Source: an optimization exercise on an open RTL-to-GDS flow (aim: small area, a short achievable clock period and few clock cycles per item). Production flows keep margins and buffers that such runs may drop.
Only simulation tests tie the RTL to the original design; equivalence was not proved.
Power figures rest on the tool's default switching activity, not on a simulated workload.

Setup of main:
// dhcp_top
module dhcp_top (
    input  logic         clk,
    input  logic         reset,
    input  logic         udp_in_start,
    input  logic [7:0]   udp_in_data,
    input  logic         udp_in_valid,
    input  logic         udp_in_last,
    input  logic         udp_out_ready,
    input  logic [1:0]   udp_out_result,
    output logic         udp_out_start,
    output logic [7:0]   udp_out_data,
    output logic         udp_out_valid,
    output logic         udp_out_last,
    output logic [8:0]   udp_out_length,
    output logic [31:0]  udp_out_dst_ip,
    output logic [15:0]  udp_out_dst_port,
    input  logic         host_write_strobe,
    input  logic [7:0]   host_port_id,
    input  logic [7:0]   host_data,
    output logic [7:0]   host_rd_data,
    input  logic [47:0]  mac_address,
    input  logic         do_dhcp,
    output logic [31:0]  ip_address,
    output logic         ip_address_valid
);
For scale: roughly 8200 cells after synthesis, roughly 4300 flip-flops, roughly 190 I/O pins, roughly 160000 sq um of cells after synthesis.
export LEC_CHECK = 0
export ABC_CLOCK_PERIOD_IN_PS = 3000
export CAP_MARGIN = 20
export CORE_MARGIN = 2
export CORE_UTILIZATION = 40
export CTS_CLUSTER_DIAMETER = 100
export CTS_CLUSTER_SIZE = 30
export PLACE_DENSITY = 0.5
export SLEW_MARGIN = 20
export SYNTH_HIERARCHICAL = 1
export SYNTH_MEMORY_MAX_BITS = 8192
export TNS_END_PERCENT = 5
create_clock -name core_clock -period 7.0 [get_ports {clk}]
standard.sh (not shown) runs the stock make flow with config.mk's settings and CLKGATE_MAP_FILE= SYNTH_SCRIPT=/design/flow/synth_recipe.tcl, a recipe that flattens the netlist after the stock synthesis.
==> flow/flow/run.sh <==
#!/bin/bash
# Standard ORFS layout, step by step. Timing repair before placement runs
# without a setup margin (nets are not yet buffered, so every memory write
# path would look late); from clock tree synthesis on, repair aims for the
# margin below, i.e. a shorter clock period than the design's.
set -euo pipefail
cd "$(dirname "$0")/.."
MARGIN=${MARGIN:-3.5}
bash standard.sh synth                                   > synth.log 2>&1
bash standard.sh floorplan                               > floorplan.log 2>&1
bash standard.sh place                                   > place.log 2>&1
bash standard.sh SETUP_SLACK_MARGIN=$MARGIN cts          > cts.log 2>&1
bash standard.sh SETUP_SLACK_MARGIN=$MARGIN grt          > grt.log 2>&1
bash standard.sh route                                   > route.log 2>&1
bash standard.sh finish                                  > finish.log 2>&1
Testbench counts of main, summed over its fixed seeds: cycles 79,664, tx bytes 35,447.
--- input diff main..the feature branch ---
Settings: changing CORE_UTILIZATION from 40 to 50; changing CTS_CLUSTER_SIZE from 30 to 25; changing CTS_CLUSTER_DIAMETER from 100 to 90; changing PLACE_DENSITY from 0.5 to 0.6.
Findings:
- Per the comparison of the feature branch with main, tightest slew margin relative to the limit rose 8.5 points; relative area change from synthesis to final layout +0.38 points; count of plain and timing-repair buffers went down by 34; utilization of the core after routing saw an increase.
- Compared with main, in the feature branch total power now larger; total CTS buffers moved up.

maple:
dhcp_top, a different RTL version from the one above (not shown whole).
Size in the first run: ~4300 flip-flops, ~160000 um^2 of cells after synthesis.
export LEC_CHECK = 0
export ABC_CLOCK_PERIOD_IN_PS = 3000
export CAP_MARGIN = 20
export CORE_MARGIN = 2
export CORE_UTILIZATION = 50
export CTS_CLUSTER_DIAMETER = 90
export CTS_CLUSTER_SIZE = 25
export PLACE_DENSITY = 0.6
export SLEW_MARGIN = 20
export SYNTH_HIERARCHICAL = 1
export SYNTH_MEMORY_MAX_BITS = 8192
export TNS_END_PERCENT = 5
create_clock -name core_clock -period 7.0 [get_ports {clk}]
==> flow/flow/run.sh <==
#!/bin/bash
# Standard ORFS layout, step by step. Timing repair before placement runs
# without a setup margin (nets are not yet buffered, so every memory write
# path would look late); from clock tree synthesis on, repair aims for the
# margin below, i.e. a shorter clock period than the design's. Every port
# is buffered as in the standard flow, with a plain buffer cell.
set -euo pipefail
cd "$(dirname "$0")/.."
MARGIN=${MARGIN:-3.5}
bash standard.sh synth                                   > synth.log 2>&1
bash standard.sh floorplan                               > floorplan.log 2>&1
bash standard.sh "BUFFER_PORTS_ARGS=-buffer_cell sky130_fd_sc_hd__buf_4" place > place.log 2>&1
bash standard.sh SETUP_SLACK_MARGIN=$MARGIN cts          > cts.log 2>&1
bash standard.sh SETUP_SLACK_MARGIN=$MARGIN grt          > grt.log 2>&1
bash standard.sh route                                   > route.log 2>&1
bash standard.sh finish                                  > finish.log 2>&1
Testbench counts of maple, summed over its fixed seeds: cycles 79,664, tx bytes 35,447.
Modified inputs, onyx compared to maple
--- a/flow/flow/run.sh
+++ b/flow/flow/run.sh
@@ -4,4 +4,3 @@
 # path would look late); from clock tree synthesis on, repair aims for the
-# margin below, i.e. a shorter clock period than the design's. Every port
-# is buffered as in the standard flow, with a plain buffer cell.
+# margin below, i.e. a shorter clock period than the design's.
 set -euo pipefail
@@ -11,3 +10,3 @@
 bash standard.sh floorplan                               > floorplan.log 2>&1
-bash standard.sh "BUFFER_PORTS_ARGS=-buffer_cell sky130_fd_sc_hd__buf_4" place > place.log 2>&1
+bash standard.sh place                                   > place.log 2>&1
 bash standard.sh SETUP_SLACK_MARGIN=$MARGIN cts          > cts.log 2>&1
Notes after the runs:
- Run comparison: onyx end point of the critical path packet_buffer_inst.grp_data[24]; maple end point of the critical path packet_buffer_inst.row[70].mem[3]
- Taking maple as the reference, in onyx transition time of the tightest slew-check pin shows a reduction of 57 ps; sequential power shows no meaningful change; count of buffers not belonging to the clock network in the layout shows an increase of about 3%; total power shows no meaningful change; largest fanout on the critical path shows an increase of 48.

==> static timing again, ports no longer ideal <==
The flow's constraints put no driver on any port. The routed layouts listed below were extracted and timed again, unchanged, in two steps.
Step 1: set_driving_cell puts a clkbuf_16 on clk and a buf_2 on each other input, an assumption about the parent block.
Step 2 adds t to the input delays and takes it off the output delays; t is the mean of the earliest and latest rising clock arrival at the registers after step 1. Input paths then give back, and output paths get back, about the clock's delay inside the block.
Slacks: ideal / step 1 / step 2; pairs: ideal / step 1.
run	t (ns)	slack for setup (ns)	worst hold slack (ns)	slew at the worst register clock pin (ns)
main	1.023	2.774 / 2.682 / 1.974	0.488 / 0.488 / 0.488	0.12 / 0.12
the feature branch	1.006	2.961 / 2.878 / 2.021	0.491 / 0.491 / 0.491	0.11 / 0.11
maple	1.032	3.013 / 3.023 / 2.062	0.494 / 0.494 / 0.494	0.10 / 0.10
onyx	1.039	2.857 / 2.857 / 1.943	0.485 / 0.485 / 0.485	0.11 / 0.11
After both steps setup and hold are still met in every run listed. The setup slack of maple, which loses most, moves by +0.010 ns with the drivers and by -0.951 ns with both steps.
